Context: an optimization exercise on an open-source flow, tuned for small area, a short achievable clock period and few clock cycles. The choices shown serve that exercise and are no tape-out recipe.
Only simulation tests tie the RTL to the original design; equivalence was not proved.
Power is estimated from default activity; no workload was simulated.

==> flow/design.v <==
module rv_mdu #(
  parameter int unsigned XLEN = 64
) (
  input  logic            clk,
  input  logic            rstn,
  input  logic            flush,
  input  logic            in_valid,
  output logic            in_ready,
  input  logic [3:0]      op,
  input  logic [XLEN-1:0] a,
  input  logic [XLEN-1:0] b,
  output logic            out_valid,
  input  logic            out_ready,
  output logic [XLEN-1:0] res
);
  typedef enum logic [2:0] {IDLE, SETUP, MUL, DIV, FIX, DONE, DSET} state_e;
  function automatic logic [6:0] lzc64(input logic [63:0] x);
    logic [31:0]      z1; logic [31:0]      c1;
    logic [15:0]      z2; logic [15:0][1:0] c2;
    logic [7:0]       z3; logic [7:0][2:0]  c3;
    logic [3:0]       z4; logic [3:0][3:0]  c4;
    logic [1:0]       z5; logic [1:0][4:0]  c5;
    logic             z6; logic [5:0]       c6;
    for (int i = 0; i < 32; i++) begin
      z1[i] = !x[2*i+1] && !x[2*i];
      c1[i] = !x[2*i+1];
    end
    for (int i = 0; i < 16; i++) begin
      z2[i] = z1[2*i+1] && z1[2*i];
      c2[i] = z1[2*i+1] ? {1'b1, c1[2*i]} : {1'b0, c1[2*i+1]};
    end
    for (int i = 0; i < 8; i++) begin
      z3[i] = z2[2*i+1] && z2[2*i];
      c3[i] = z2[2*i+1] ? {1'b1, c2[2*i]} : {1'b0, c2[2*i+1]};
    end
    for (int i = 0; i < 4; i++) begin
      z4[i] = z3[2*i+1] && z3[2*i];
      c4[i] = z3[2*i+1] ? {1'b1, c3[2*i]} : {1'b0, c3[2*i+1]};
    end
    for (int i = 0; i < 2; i++) begin
      z5[i] = z4[2*i+1] && z4[2*i];
      c5[i] = z4[2*i+1] ? {1'b1, c4[2*i]} : {1'b0, c4[2*i+1]};
    end
    z6 = z5[1] && z5[0];
    c6 = z5[1] ? {1'b1, c5[0]} : {1'b0, c5[1]};
    lzc64 = z6 ? 7'd64 : {1'b0, c6};
  endfunction
  state_e         st_q, st_d;
  logic           rdy_q, vld_q;
  logic [6:0]     cnt_q, cnt_d;
  logic [3:0]     op_q, op_d;
  logic           rw_q, rw_d, neg_q, neg_d, fhi_q, fhi_d, fmh_q, fmh_d;
  logic [127:0]   r_q, r_d;
  logic [64:0]    d_q, d_d;
  logic [6:0]     lza_q, lza_d, lzb_q, lzb_d;
  logic        i_w, i_sa, i_sb;
  logic [63:0] i_mask, i_ma, i_mb;
  logic [6:0]  lzi_a, lzi_b;
  always_comb begin
    i_w    = op[3];
    i_mask = i_w ? 64'h0000_0000_FFFF_FFFF : '1;
    if (op[2]) begin
      i_sa = !op[0] && (i_w ? a[31] : a[63]);
      i_sb = !op[0] && (i_w ? b[31] : b[63]);
    end else begin
      i_sa = (op[1:0] != 2'b11) && (i_w ? a[31] : a[63]);
      i_sb = ((op[1:0] == 2'b01) || (op[1:0] == 2'b00)) && (i_w ? b[31] : b[63]);
    end
    i_ma  = (a ^ {64{i_sa}}) & i_mask;
    i_mb  = (b ^ {64{i_sb}}) & i_mask;
    lzi_a = lzc64(i_sa ? {i_ma[62:0], 1'b1} : i_ma);
    lzi_b = lzc64(i_mb);
  end
  logic           wop, isdiv, mlo, mhi, legal, sa_en, sb_en, sa, sb, bzero;
  logic [63:0]    mask, aw, bw, nega, negb, maga, magb;
  logic [6:0]     lzb, lza_u;
  logic [4:0]     za, zb, zy;
  logic           ysel_a, sy, sx;
  logic [63:0]    ymag, xw, negx, magx, dmul;
  logic [7:0]     sd_raw;
  logic [5:0]     sd, sh_amt;
  logic [63:0]    sh_in;
  logic [64:0]    sh_out;
  logic [63:0]    fsrc, ninc_in;
  logic           ncin;
  always_comb begin
    wop    = op_q[3];
    isdiv  = op_q[2];
    mlo    = !op_q[2] && (op_q[1:0] == 2'b00);
    mhi    = !op_q[2] && (op_q[1:0] != 2'b00);
    legal  = !op_q[3] || op_q[2] || (op_q[1:0] == 2'b00);
    mask   = wop ? 64'h0000_0000_FFFF_FFFF : '1;
    aw     = r_q[127:64] & mask;
    bw     = d_q[63:0] & mask;
    if (op_q[2]) begin
      sa_en = !op_q[0];
      sb_en = !op_q[0];
    end else begin
      sa_en = (op_q[1:0] != 2'b11);
      sb_en = (op_q[1:0] == 2'b01) || (op_q[1:0] == 2'b00);
    end
    sa     = sa_en && (wop ? r_q[95] : r_q[127]);
    sb     = sb_en && (wop ? d_q[31] : d_q[63]);
    fsrc    = fhi_q ? r_q[127:64] : r_q[63:0];
    ninc_in = (st_q == FIX) ? fsrc : aw;
    ncin    = (st_q == FIX) ? (!fmh_q || (r_q[63:0] == '0)) : 1'b1;
    nega    = ~ninc_in + 64'(ncin);
    negb    = ~bw + 64'd1;
    maga   = (sa ? nega : aw) & mask;
    magb   = (sb ? negb : bw) & mask;
    bzero  = (bw == '0);
    lza_u  = lza_q;
    lzb    = lzb_q;
    za     = lza_u[6:2];
    zb     = 5'((lzb - 7'(sb)) >> 2);
    ysel_a = (za >= zb);
    ymag   = ysel_a ? maga : magb;
    zy     = ysel_a ? za : zb;
    sy     = ysel_a ? sa : sb;
    sx     = ysel_a ? sb : sa;
    xw     = ysel_a ? bw : aw;
    negx   = ysel_a ? negb : nega;
    dmul   = (mlo ? sy : sx) ? negx : xw;
    sd_raw = 8'(lzb) - 8'(lza_u);
    sd     = sd_raw[7] ? 6'd0 : (sd_raw[6] ? 6'd63 : sd_raw[5:0]);
    sh_in  = isdiv ? magb : ymag;
    sh_amt = isdiv ? sd : {zy[3:0], 2'b00};
    sh_out = {1'b0, sh_in} << sh_amt;
  end
  function automatic logic [68:0] csa_s(input logic [68:0] x, y, z);
    csa_s = x ^ y ^ z;
  endfunction
  function automatic logic [68:0] csa_c(input logic [68:0] x, y, z);
    csa_c = {((x[67:0] & y[67:0]) | (x[67:0] & z[67:0]) | (y[67:0] & z[67:0])), 1'b0};
  endfunction
  logic [3:0]   nib;
  logic [68:0]  row0, pp0, pp1, pp2, pp3, s1, c1, s2, c2, s3, c3, add_x, add_y;
  logic         add_ci;
  logic [69:0]  sum;
  logic [59:0]  hi_inc, hi_p1;
  logic         qbit;
  always_comb begin
    nib   = r_q[127:124];
    row0  = {1'b0, r_q[63:0], 4'b0};
    pp0   = {5'b0, {64{nib[0]}} & d_q[63:0]};
    pp1   = {4'b0, {64{nib[1]}} & d_q[63:0], 1'b0};
    pp2   = {3'b0, {64{nib[2]}} & d_q[63:0], 2'b0};
    pp3   = {2'b0, {64{nib[3]}} & d_q[63:0], 3'b0};
    s1    = csa_s(row0, pp0, pp1);
    c1    = csa_c(row0, pp0, pp1);
    s2    = csa_s(s1, c1, pp2);
    c2    = csa_c(s1, c1, pp2);
    s3    = csa_s(s2, c2, pp3);
    c3    = csa_c(s2, c2, pp3);
    if (st_q == DIV) begin
      add_x  = {5'b0, r_q[63:0]};
      add_y  = ~{4'b0, d_q};
      add_ci = 1'b1;
    end else begin
      add_x  = s3;
      add_y  = c3;
      add_ci = 1'b0;
    end
    sum    = {1'b0, add_x} + {1'b0, add_y} + 70'(add_ci);
    hi_p1  = r_q[123:64] + 60'd1;
    hi_inc = sum[68] ? hi_p1 : r_q[123:64];
    qbit   = sum[69];
  end
  logic acc, do_setup, fin;
  always_comb begin
    st_d   = st_q;
    cnt_d  = cnt_q;
    op_d   = op_q;
    rw_d   = rw_q;
    neg_d  = neg_q;
    fhi_d  = fhi_q;
    fmh_d  = fmh_q;
    r_d    = r_q;
    d_d    = d_q;
    lza_d  = lza_q;
    lzb_d  = lzb_q;
    acc      = in_valid && rdy_q && !flush;
    do_setup = (st_q == SETUP) || ((st_q == DSET) && out_ready);
    fin      = 1'b0;
    if (flush) begin
      st_d = IDLE;
    end else begin
      if (do_setup) begin
        rw_d  = wop;
        fmh_d = mhi;
        if (!legal) begin
          r_d[63:0] = '0;
          st_d      = DONE;
        end else if (isdiv) begin
          r_d   = {64'b0, ((!op_q[1] && (bzero || sd_raw[7])) ? {64{bzero}} : maga)};
          d_d   = sh_out;
          cnt_d = 7'(sd) + 7'd1;
          neg_d = op_q[1] ? sa : (sa ^ sb);
          fhi_d = 1'b0;
          if (bzero || sd_raw[7]) st_d = (op_q[1] && sa) ? FIX : DONE;
          else                    st_d = DIV;
        end else begin
          r_d   = {sh_out[63:0], 64'b0};
          d_d   = {1'b0, dmul};
          cnt_d = 7'd16 - 7'(zy);
          neg_d = sa ^ sb;
          fhi_d = 1'b1;
          st_d  = (zy == 5'd16) ? DONE : MUL;
        end
      end
      unique case (st_q)
        IDLE: if (in_valid) st_d = SETUP;
        MUL: begin
          r_d   = {hi_inc, sum[67:0]};
          cnt_d = cnt_q - 7'd1;
          if (cnt_q == 7'd1) begin
            if (fmh_q) st_d = FIX;
            else       fin  = 1'b1;
          end
        end
        DIV: begin
          r_d[127:64] = {r_q[126:64], qbit};
          if ((cnt_q == 7'd1) && !op_q[1]) r_d[63:0] = {r_q[126:64], qbit};
          else                             r_d[63:0] = qbit ? sum[63:0] : r_q[63:0];
          d_d   = d_q >> 1;
          cnt_d = cnt_q - 7'd1;
          if (cnt_q == 7'd1) begin
            if (neg_q) st_d = FIX;
            else       fin  = 1'b1;
          end
        end
        FIX: begin
          r_d[63:0] = neg_q ? nega : fsrc;
          fin       = 1'b1;
        end
        DONE: if (out_ready) st_d = acc ? SETUP : IDLE;
              else if (acc)  st_d = DSET;
        default: ;
      endcase
      if (fin) st_d = acc ? DSET : DONE;
      if (acc) begin
        r_d[127:64] = a;
        d_d[63:0]   = b;
        op_d        = op;
        lza_d       = lzi_a;
        lzb_d       = lzi_b;
      end
    end
  end
  always_ff @(posedge clk or negedge rstn) begin
    if (!rstn) begin
      st_q  <= IDLE;
      rdy_q <= 1'b1;
      vld_q <= 1'b0;
    end else begin
      st_q  <= st_d;
      rdy_q <= (st_d == IDLE) || (st_d == DONE) || (st_d == FIX) ||
               ((st_d == MUL) && (cnt_d == 7'd1) && !fmh_d) ||
               ((st_d == DIV) && (cnt_d == 7'd1) && !neg_d);
      vld_q <= (st_d == DONE) || (st_d == DSET);
    end
  end
  always_ff @(posedge clk) begin
    cnt_q <= cnt_d;
    op_q  <= op_d;
    rw_q  <= rw_d;
    neg_q <= neg_d;
    fhi_q <= fhi_d;
    fmh_q <= fmh_d;
    r_q   <= r_d;
    d_q   <= d_d;
    lza_q <= lza_d;
    lzb_q <= lzb_d;
  end
  assign in_ready  = rdy_q;
  assign out_valid = vld_q;
  assign res       = rw_q ? {{32{r_q[31]}}, r_q[31:0]} : r_q[63:0];
endmodule
==> flow/run.sh <==
#!/bin/bash
# synth_recipe.tcl (not shown) runs the flow's synth.tcl, then flattens the netlist and writes it again
# the make line also repeats each setting of config.mk as NAME=value (left out here)
make -C /OpenROAD-flow-scripts/flow DESIGN_CONFIG=/design/flow/config.mk WORK_HOME=/design/flow/orfs CLKGATE_MAP_FILE= SYNTH_SCRIPT=/design/flow/synth_recipe.tcl finish
==> flow/config.mk <==
export PLATFORM = sky130hd
export DESIGN_NAME = rv_mdu
export DESIGN_NICKNAME = rv_mdu
export VERILOG_FILES = /design/flow/design.v
export SDC_FILE = /design/flow/constraint.sdc
export NUM_CORES = 4
export LEC_CHECK = 0
export CAP_MARGIN = 35
export CORE_MARGIN = 2
export CORE_UTILIZATION = 70
export SETUP_SLACK_MARGIN = 4
export SLEW_MARGIN = 35
==> flow/constraint.sdc <==
create_clock -name core_clock -period 10.0 [get_ports {clk}]
set_input_delay 2.0000 -clock core_clock [delete_from_list [all_inputs] [get_ports {clk}]]
set_output_delay 2.0000 -clock core_clock [all_outputs]
set_load 0.01 [all_outputs]
==> metrics.yaml <==
outcome: "did not finish"
last-stage-reached: "5_1_grt"
run.stop_error: "[ERROR GRT-0232] Routing congestion too high. Check the congestion heatmap in the GUI."
hpwl_mm: 187
gpl.final_weighted_congestion: 1.28
synthesis.instances: 6865
synth_edf_count: 213
post-place-ws_ns: 2.01
clockRootBuffer: "sky130_fd_sc_hd__clkbuf_16"
post_synth_net_total: 7285
yosysTopAreaCell: "sky130_fd_sc_hd__edfxtp_1"
grt_util_all_layers: 0.797
tritoncts_buffer_count: 29
grt_overflow_total: 14
io_pins: 203
cts.htree.levels: 1
synth_async_sr_flop_share: 0.0220
synth.ff_latch_count: 227
portBuffers: 202
synth_top_flop_cell: "sky130_fd_sc_hd__edfxtp_1"
num_rows: 95
die_x_extent_microns: 264
synth_largest_type_area_fraction: 0.135
netlist-cell-type-count: 102
numClockSinks: 227
start_util: 0.707
synth-seq-area-share: 0.141
max-clock-path-buffers: 3
post_synth_instance_area_sq_mm: 0.0475
die_h_microns: 264
grt_max_degree: 165
yosys-top-cells-count: "839 x sky130_fd_sc_hd__nand2_1, 582 x sky130_fd_sc_hd__nor2_1, 543 x sky130_fd_sc_hd__clkbuf_1, 543 x sky130_fd_sc_hd__o21ai_0, 477 x sky130_fd_sc_hd__a21oi_1"
dpl_cell_area_sq_mm: 0.0499
synth.avg_cell_area_sq_um: 6.92
synth.area.top_cells: "sky130_fd_sc_hd__edfxtp_1 13%, sky130_fd_sc_hd__fa_1 8.1%, sky130_fd_sc_hd__nand2_1 6.6%"
yosysMostFrequentCell: "sky130_fd_sc_hd__nand2_1"
yosys_warnings: 1
[per-stage QoR]
step	total power, mW	utilization	cells	hold slack [ns]
floorplan	19.5	-	6865	0.460
global placement	25.3	0.743	7478	0.497
detailed placement	26.4	0.743	7480	0.501
CTS	29.4	0.784	7640	0.512
[routing by layer]
metal | GRT overflow | GRT usage
met1 | 0 | 0.835
met4 | 10 | 0.731
met2 | 2 | 0.922
met5 | 0 | 0.446
met3 | 2 | 0.663
[power by group through the flow]
stage / clock (mW) / sequential (mW) / combinational, mW
after global placement: 0 / 2.80 / 22.5
after detailed placement: 0 / 2.83 / 23.5
after CTS: 1.06 / 2.69 / 25.7
after floorplan: 0 / 2.09 / 17.4
[cell families after synthesis]
| group | after synthesis | share of synthesized area |
|---|---|---|
| AOI/OAI and AO/OA | 2247 | 0.312 |
| buffers and inverters | 1022 | 0.0837 |
| DFF | 227 | 0.141 |
| and+or+nand+nor | 2628 | 0.268 |
| muxes | 185 | 0.0400 |
| adders and majority gates | 283 | 0.105 |
| xor gates and xnor gates | 273 | 0.0504 |
[how the worst min path moves through the flow]
stage	depth (start not counted)	from	endpoint
CTS	2	cnt_q[4]	cnt_q[4]
detailed placement	2	cnt_q[4]	cnt_q[4]
global placement	2	cnt_q[4]	cnt_q[4]
floorplan	2	cnt_q[4]	cnt_q[4]
[repair_timing]
action | 4_1_cts
gates cloned | 7
hold buffers | 0
pin swaps | 48
endpoints found under the setup margin | 261
resized for setup | 206
buffers inserted | 100
Testbench counts, summed over its fixed seeds: cycles 42,017.
